This design comes from an exercise in tuning for small area on the open sky130 flow, not from production work.
At most, simulation tests tie the RTL to the original design; equivalence was not proved.

==> job 7679: inputs <==
==> flow/design.v (excerpt) <==
module packet_timestamp_interpolator
(
    input  logic         clk,
    input  logic         rst_n,
    input  logic         cfg_valid,
    output logic         cfg_ready,
    input  logic [1:0]   cfg_index,
    input  logic [63:0]  cfg_data,
    input  logic         in_valid,
    output logic         in_ready,
    input  logic [15:0]  packet_length,
    input  logic [63:0]  cycle_count,
    output logic         out_valid,
    input  logic         out_ready,
    output logic [63:0]  timestamp,
    output logic         recalibrated
);
==> flow/config.mk <==
export PLATFORM = sky130hd
export DESIGN_NAME = packet_timestamp_interpolator
export DESIGN_NICKNAME = packet_timestamp_interpolator
export VERILOG_FILES = /design/flow/design.v
export SDC_FILE = /design/flow/constraint.sdc
export NUM_CORES = 4
export LEC_CHECK = 0
export CAP_MARGIN = 35
export CORE_MARGIN = 2
export CORE_UTILIZATION = 40
export SLEW_MARGIN = 35
==> flow/constraint.sdc <==
create_clock -name core_clock -period 8.0 [get_ports {clk}]
set_input_delay 1.6000 -clock core_clock [delete_from_list [all_inputs] [get_ports {clk}]]
set_output_delay 1.6000 -clock core_clock [all_outputs]
set_load 0.01 [all_outputs]
standard.sh (not shown) runs the stock make flow with config.mk's settings and CLKGATE_MAP_FILE= SYNTH_SCRIPT=/design/flow/synth_recipe.tcl, a recipe that flattens the netlist after the stock synthesis.
==> flow/flow/run.sh <==
#!/bin/bash
# Standard ORFS layout with two changes: ports are buffered with
# sky130_fd_sc_hd__buf_1, and clock tree synthesis uses clkbuf_4 with
# sink clusters of at most 10 flip-flops and no dummy loads.
set -euo pipefail
bash standard.sh finish \
  "BUFFER_PORTS_ARGS=-buffer_cell sky130_fd_sc_hd__buf_1" \
  "CTS_ARGS=-sink_clustering_enable -repair_clock_nets -dont_use_dummy_load -buf_list sky130_fd_sc_hd__clkbuf_4 -sink_clustering_size 10 -sink_clustering_max_diameter 40" \
  > flow_make.log 2>&1
==> job 3824 (differences from job 7679) <==
--- a/flow/design.v
+++ b/flow/design.v
@@ -16,43 +16,40 @@
     output logic [63:0]  timestamp,
     output logic         recalibrated
 );
     localparam logic [33:0] TICK_RESET  = 34'd1000000000;
     localparam logic [31:0] SPEED_RESET = 32'd1250;
-    localparam logic [4:0] P_IDLE  = 5'd0;
-    localparam logic [4:0] P_ZERO  = 5'd1;    
-    localparam logic [4:0] P_MUL   = 5'd2;    
-    localparam logic [4:0] P_WDIV  = 5'd3;    
-    localparam logic [4:0] P_NOW   = 5'd4;    
-    localparam logic [4:0] P_Q1DIV = 5'd5;    
-    localparam logic [4:0] P_CMP   = 5'd6;    
-    localparam logic [4:0] P_UPD   = 5'd7;    
-    localparam logic [4:0] P_SDIV  = 5'd8;    
-    localparam logic [4:0] P_SCOPY = 5'd9;    
-    localparam logic [4:0] P_ACC   = 5'd10;   
-    localparam logic [4:0] P_SAT   = 5'd11;   
-    localparam logic [4:0] P_ODIV  = 5'd12;   
-    localparam logic [4:0] P_FIN   = 5'd13;   
-    localparam logic [4:0] P_ACPT  = 5'd14;   
-    localparam logic [4:0] P_WCMP  = 5'd15;   
-    localparam logic [4:0] P_WFIN  = 5'd16;   
+    localparam logic [3:0] P_IDLE  = 4'd0;
+    localparam logic [3:0] P_ZERO  = 4'd1;    
+    localparam logic [3:0] P_MUL   = 4'd2;    
+    localparam logic [3:0] P_WDIV  = 4'd3;    
+    localparam logic [3:0] P_NOW   = 4'd4;    
+    localparam logic [3:0] P_Q1DIV = 4'd5;    
+    localparam logic [3:0] P_CMP   = 4'd6;    
+    localparam logic [3:0] P_UPD   = 4'd7;    
+    localparam logic [3:0] P_SDIV  = 4'd8;    
+    localparam logic [3:0] P_SCOPY = 4'd9;    
+    localparam logic [3:0] P_ACC   = 4'd10;   
+    localparam logic [3:0] P_SAT   = 4'd11;   
+    localparam logic [3:0] P_ODIV  = 4'd12;   
+    localparam logic [3:0] P_FIN   = 4'd13;   
+    localparam logic [3:0] P_ACPT  = 4'd14;   
     logic [33:0] tick_r;
     logic [63:0] bc_r;
     logic [63:0] bt_r;
     logic        tick_set, bc_set, bt_set;
     logic        a_reg, a_bt;           
     logic        b_set, s_set;
     logic [63:0] A;                     
-    logic [5:0]  ap;                    
     logic [31:0] B;                     
     logic [31:0] S;                     
     logic [31:0] X;                     
     logic [31:0] TH, TL;                
     logic [34:0] R;                     
     logic [6:0]  items;
     logic        ov_r, rc_r;
-    logic [4:0]  ph;
+    logic [3:0]  ph;
     logic [6:0]  j;                     
     logic [6:0]  k;                     
     logic        first, rneg, rprev;
     logic [1:0]  cy;
     logic [2:0]  mc;
@@ -180,59 +177,54 @@
     assign hinz_n = ((j == 7'd0) ? 1'b0 : hinz) | (s & !jlo);
     assign lt_n   = jlo ? ((s & !q1b) | (!(s ^ q1b) & ((j == 7'd0) ? 1'b0 : lt))) : lt;
     assign upd_n  = (c2out & asum[1]) | ((c2out ^ asum[1]) & (hinz_n | lt));
     logic start;
     assign start = (ph == P_IDLE) && in_valid && !ov_r;
-    logic [4:0] ph_next;
+    logic [3:0] ph_next;
     always_comb
     begin
         ph_next = ph;
         unique case (ph)
             P_IDLE:  if (start) ph_next = cal ? P_ZERO : P_ACC;
             P_ZERO:  if (last_j) ph_next = P_MUL;
             P_MUL:   if (last_j) ph_next = P_WDIV;
             P_WDIV:  if (last_j && last_k) ph_next = P_NOW;
             P_NOW:   if (last_j) ph_next = P_Q1DIV;
-            P_Q1DIV: if (last_j && last_k) ph_next = P_WCMP;
-            P_WCMP:  if (ap == 6'd63) ph_next = P_CMP;
+            P_Q1DIV: if (last_j && last_k) ph_next = P_CMP;
             P_CMP:   if (last_j) ph_next = P_UPD;
             P_UPD:   if (last_j) ph_next = (nz && !hinz) ? P_SDIV : P_ACC;
             P_SDIV:  if (last_j && last_k) ph_next = P_SCOPY;
             P_SCOPY: if (last_j) ph_next = P_ACC;
             P_ACC:   if (last_j) ph_next = (asum[2:1] != 2'b0) ? P_SAT : P_ODIV;
             P_SAT:   if (last_j) ph_next = P_ODIV;
-            P_ODIV:  if (last_j && last_k) ph_next = P_WFIN;
-            P_WFIN:  if (ap == 6'd63) ph_next = P_FIN;
+            P_ODIV:  if (last_j && last_k) ph_next = P_FIN;
             P_FIN:   if (last_j) ph_next = P_ACPT;
             P_ACPT:  ph_next = P_IDLE;
             default: ph_next = P_IDLE;
         endcase
     end
-    always_ff @(posedge clk)
-    begin
-        if (ph == P_IDLE || ph == P_WCMP || ph == P_WFIN || last_j)
-            j <= '0;
-        else
-            j <= j + 7'd1;
-        if (ph_next != ph)
-            k <= '0;
-        else if (is_div && last_j)
-            k <= k + 7'd1;
-    end
     always_ff @(posedge clk or negedge rst_n)
     begin
         if (!rst_n)
         begin
             ph    <= P_IDLE;
-            ap    <= '0;
+            j     <= '0;
+            k     <= '0;
             items <= '0;
             ov_r  <= 1'b0;
         end
         else
         begin
             ph <= ph_next;
-            ap <= ap + 6'd1;
+            if (ph == P_IDLE || last_j)
+                j <= '0;
+            else
+                j <= j + 7'd1;
+            if (ph_next != ph)
+                k <= '0;
+            else if (is_div && last_j)
+                k <= k + 7'd1;
             if (ph == P_ACPT)
             begin
                 items <= cal ? 7'd1 : items + 7'd1;
                 ov_r  <= 1'b1;
             end
@@ -308,11 +300,14 @@
         if (ph == P_ACPT)
             rc_r <= cal;
     end
     always_ff @(posedge clk)
     begin
-        A <= {(ph == P_UPD && upd) ? TL[0] : A[0], A[63:1]};
+        if ((ph == P_CMP) || (ph == P_FIN))
+            A <= {A[0], A[63:1]};
+        else if (ph == P_UPD)
+            A <= {upd ? TL[0] : A[0], A[63:1]};
     end
     always_ff @(posedge clk)
     begin
         if (ph == P_ACC)
             B <= {s, B[31:1]};
==> flow/run.sh (new file) <==
#!/bin/bash
# synth_recipe.tcl (not shown) runs the flow's synth.tcl, then flattens the netlist and writes it again
# the make line also repeats each setting of config.mk as NAME=value (left out here)
make -C /OpenROAD-flow-scripts/flow DESIGN_CONFIG=/design/flow/config.mk WORK_HOME=/design/flow/orfs CLKGATE_MAP_FILE= SYNTH_SCRIPT=/design/flow/synth_recipe.tcl finish
--- a/flow/config.mk
+++ b/flow/config.mk
@@ -5,7 +5,7 @@
 export SDC_FILE = /design/flow/constraint.sdc
 export NUM_CORES = 4
 export LEC_CHECK = 0
 export CAP_MARGIN = 35
 export CORE_MARGIN = 2
-export CORE_UTILIZATION = 40
+export CORE_UTILIZATION = 70
 export SLEW_MARGIN = 35
removed: flow/flow/run.sh
removed: flow/standard.sh
==> job 9557 (differences from job 7679) <==
--- a/flow/design.v
+++ b/flow/design.v
@@ -33,13 +33,16 @@
     localparam logic [4:0] P_ODIV  = 5'd12;   
     localparam logic [4:0] P_FIN   = 5'd13;   
     localparam logic [4:0] P_ACPT  = 5'd14;   
     localparam logic [4:0] P_WCMP  = 5'd15;   
     localparam logic [4:0] P_WFIN  = 5'd16;   
+    localparam logic [4:0] P_WMUL  = 5'd17;   
+    localparam logic [4:0] P_WNOW  = 5'd18;   
     logic [33:0] tick_r;
-    logic [63:0] bc_r;
-    logic [63:0] bt_r;
+    logic [63:0] bc_r;                  
+    logic [63:0] bt_r;                  
+    logic [5:0]  bco, bto;              
     logic        tick_set, bc_set, bt_set;
     logic        a_reg, a_bt;           
     logic        b_set, s_set;
     logic [63:0] A;                     
     logic [5:0]  ap;                    
@@ -86,12 +89,12 @@
     logic tick_bit, bc_bit, bt_bit, cyc_bit, len_bit, spd_bit, anc_bit;
     logic [63:0] tick_x, tick_rst_x;
     assign tick_x     = {30'b0, tick_r};
     assign tick_rst_x = {30'b0, TICK_RESET};
     assign tick_bit = (j < 7'd34) & (tick_set ? tick_x[bi] : tick_rst_x[bi]);
-    assign bc_bit   = bc_set & bc_r[bi];
-    assign bt_bit   = bt_set & bt_r[bi];
+    assign bc_bit   = bc_set & bc_r[0];
+    assign bt_bit   = bt_set & bt_r[0];
     assign cyc_bit  = cycle_count[bi];
     assign len_bit  = (j < 7'd16) & packet_length[bi[3:0]];
     assign spd_bit  = jlo & (s_set ? S[0] : SPEED_RESET[bi[4:0]]);
     assign anc_bit  = a_reg ? A[0] : (a_bt & bt_bit);
     logic tick_zero;
@@ -178,40 +181,47 @@
     logic nz_n, hinz_n, lt_n, upd_n;
     assign nz_n   = ((j == 7'd0) ? 1'b0 : nz) | s;
     assign hinz_n = ((j == 7'd0) ? 1'b0 : hinz) | (s & !jlo);
     assign lt_n   = jlo ? ((s & !q1b) | (!(s ^ q1b) & ((j == 7'd0) ? 1'b0 : lt))) : lt;
     assign upd_n  = (c2out & asum[1]) | ((c2out ^ asum[1]) & (hinz_n | lt));
+    logic [5:0] ap_n;
+    logic       al_bc, al_bt;
+    assign ap_n  = ap + 6'd1;
+    assign al_bc = !bc_set || (ap_n == bco);
+    assign al_bt = (ap_n == (bt_set ? bto : 6'd0));
     logic start;
     assign start = (ph == P_IDLE) && in_valid && !ov_r;
     logic [4:0] ph_next;
     always_comb
     begin
         ph_next = ph;
         unique case (ph)
             P_IDLE:  if (start) ph_next = cal ? P_ZERO : P_ACC;
-            P_ZERO:  if (last_j) ph_next = P_MUL;
+            P_ZERO:  if (last_j) ph_next = P_WMUL;
+            P_WMUL:  if (al_bc) ph_next = P_MUL;
             P_MUL:   if (last_j) ph_next = P_WDIV;
-            P_WDIV:  if (last_j && last_k) ph_next = P_NOW;
+            P_WDIV:  if (last_j && last_k) ph_next = P_WNOW;
+            P_WNOW:  if (al_bt) ph_next = P_NOW;
             P_NOW:   if (last_j) ph_next = P_Q1DIV;
             P_Q1DIV: if (last_j && last_k) ph_next = P_WCMP;
-            P_WCMP:  if (ap == 6'd63) ph_next = P_CMP;
+            P_WCMP:  if (al_bt) ph_next = P_CMP;
             P_CMP:   if (last_j) ph_next = P_UPD;
             P_UPD:   if (last_j) ph_next = (nz && !hinz) ? P_SDIV : P_ACC;
             P_SDIV:  if (last_j && last_k) ph_next = P_SCOPY;
             P_SCOPY: if (last_j) ph_next = P_ACC;
             P_ACC:   if (last_j) ph_next = (asum[2:1] != 2'b0) ? P_SAT : P_ODIV;
             P_SAT:   if (last_j) ph_next = P_ODIV;
             P_ODIV:  if (last_j && last_k) ph_next = P_WFIN;
-            P_WFIN:  if (ap == 6'd63) ph_next = P_FIN;
+            P_WFIN:  if (al_bt) ph_next = P_FIN;
             P_FIN:   if (last_j) ph_next = P_ACPT;
             P_ACPT:  ph_next = P_IDLE;
             default: ph_next = P_IDLE;
         endcase
     end
     always_ff @(posedge clk)
     begin
-        if (ph == P_IDLE || ph == P_WCMP || ph == P_WFIN || last_j)
+        if (ph == P_IDLE || ph == P_WCMP || ph == P_WFIN || ph == P_WMUL || ph == P_WNOW || last_j)
             j <= '0;
         else
             j <= j + 7'd1;
         if (ph_next != ph)
             k <= '0;
@@ -228,11 +238,11 @@
             ov_r  <= 1'b0;
         end
         else
         begin
             ph <= ph_next;
-            ap <= ap + 6'd1;
+            ap <= ap_n;
             if (ph == P_ACPT)
             begin
                 items <= cal ? 7'd1 : items + 7'd1;
                 ov_r  <= 1'b1;
             end
@@ -273,12 +283,28 @@
         end
     end
     always_ff @(posedge clk)
     begin
         if (cfg_valid && cfg_index == 2'd0) tick_r <= cfg_data[33:0];
-        if (cfg_valid && cfg_index == 2'd1) bc_r   <= cfg_data;
-        if (cfg_valid && cfg_index == 2'd2) bt_r   <= cfg_data;
+        if (cfg_valid && cfg_index == 2'd1)
+        begin
+            bc_r <= cfg_data;
+            bco  <= ap_n;
+        end
+        else
+        begin
+            bc_r <= {bc_r[0], bc_r[63:1]};
+        end
+        if (cfg_valid && cfg_index == 2'd2)
+        begin
+            bt_r <= cfg_data;
+            bto  <= ap_n;
+        end
+        else
+        begin
+            bt_r <= {bt_r[0], bt_r[63:1]};
+        end
     end
     always_ff @(posedge clk)
     begin
         rprev <= R[0];
         R     <= {((ph == P_ZERO) || (ph == P_MUL && j[6])) ? 1'b0 : s, R[34:1]};
==> flow/flow/run.sh (replaced) <==
#!/bin/bash
# Standard ORFS layout with two changes: ports are buffered with
# sky130_fd_sc_hd__buf_1, and clock tree synthesis uses clkbuf_4 with
# sink clusters of at most 12 flip-flops and no dummy loads.
set -euo pipefail
bash standard.sh finish \
  "BUFFER_PORTS_ARGS=-buffer_cell sky130_fd_sc_hd__buf_1" \
  "CTS_ARGS=-sink_clustering_enable -repair_clock_nets -dont_use_dummy_load -buf_list sky130_fd_sc_hd__clkbuf_4 -sink_clustering_size 12 -sink_clustering_max_diameter 40" \
  > flow_make.log 2>&1
==> results.json <==
{
  "netlist_top_cells_count": "nand2_1 (448), dfxtp_1 (250), edfxtp_1 (212), nor2_1 (67), clkbuf_1 (45)",
  "syn_avg_cell_area_sq_um": 11.8,
  "synthAdderAreaFrac_pct": 2.13,
  "nets": 1895,
  "outcome": "finished clean"
}
The numbers above come from job 9557.

==> results.json <==
{
  "outcome": "stopped before the end",
  "lastStage": "clock tree synthesis (4_1_cts)",
  "firstError": "[ERROR DPL-0033] detailed placement checks failed during check placement.",
  "syn_avg_cell_area_sq_um": 17.3,
  "synthAdderAreaFrac_pct": 2.02,
  "cts_setup_buffers": 0,
  "netlist_top_cells_count": "edfxtp_1 (392), nor2_1 (53), mux4_2 (46), dfxtp_1 (44), mux2i_1 (44)",
  "synth_top_area_share_pct": 65.4,
  "cts-buffers-inserted": 44
}
The numbers above come from job 3824.

==> results.json <==
{
  "netlist_top_cells_count": "edfxtp_1 (328), dfxtp_1 (122), mux4_2 (62), nor2_1 (58), nand2_1 (56)",
  "yosysTopAreaCell": "edfxtp_1",
  "multi_input_cells": 525,
  "nets": 1519,
  "outcome": "finished clean",
  "ctsHoldBuffers": 0,
  "min_path_cells": 0,
  "synthAdderAreaFrac_pct": 2.12
}
The numbers above come from job 7679.

For job 7679, only the layout was checked, not whether the RTL still works.

[port drivers added, routing unchanged]
The results above use ideal ports. As a check the final layouts listed here were re-extracted and re-timed, cells and wires unchanged.
Step 1 (the two cells are an assumption about what drives the block):
set clk [get_ports {clk}]
set_driving_cell -lib_cell sky130_fd_sc_hd__clkbuf_16 $clk
set_driving_cell -lib_cell sky130_fd_sc_hd__buf_2 [delete_from_list [all_inputs] $clk]
Step 2 adds t to the input delays and takes it off the output delays; t is the mean of the earliest and latest rising clock arrival at the registers after step 1. Input paths then give back, and output paths get back, about the clock's delay inside the block.
Slacks: ideal / step 1 / step 2; pairs: ideal / step 1.
run	t, ns	slack for setup (ns)	worst hold slack (ns)	worst slew at a driven data input, ns
job 7679	0.796	1.980 / 1.980 / 1.612	0.298 / 0.298 / 0.298	0.07
job 9557	0.831	2.042 / 2.042 / 1.431	0.267 / 0.267 / 0.267	0.08
After both steps setup and hold are still met in every run listed. For job 9557, which loses most, drivers alone change the setup slack by 0.000 ns; drivers and shift together by -0.611 ns.
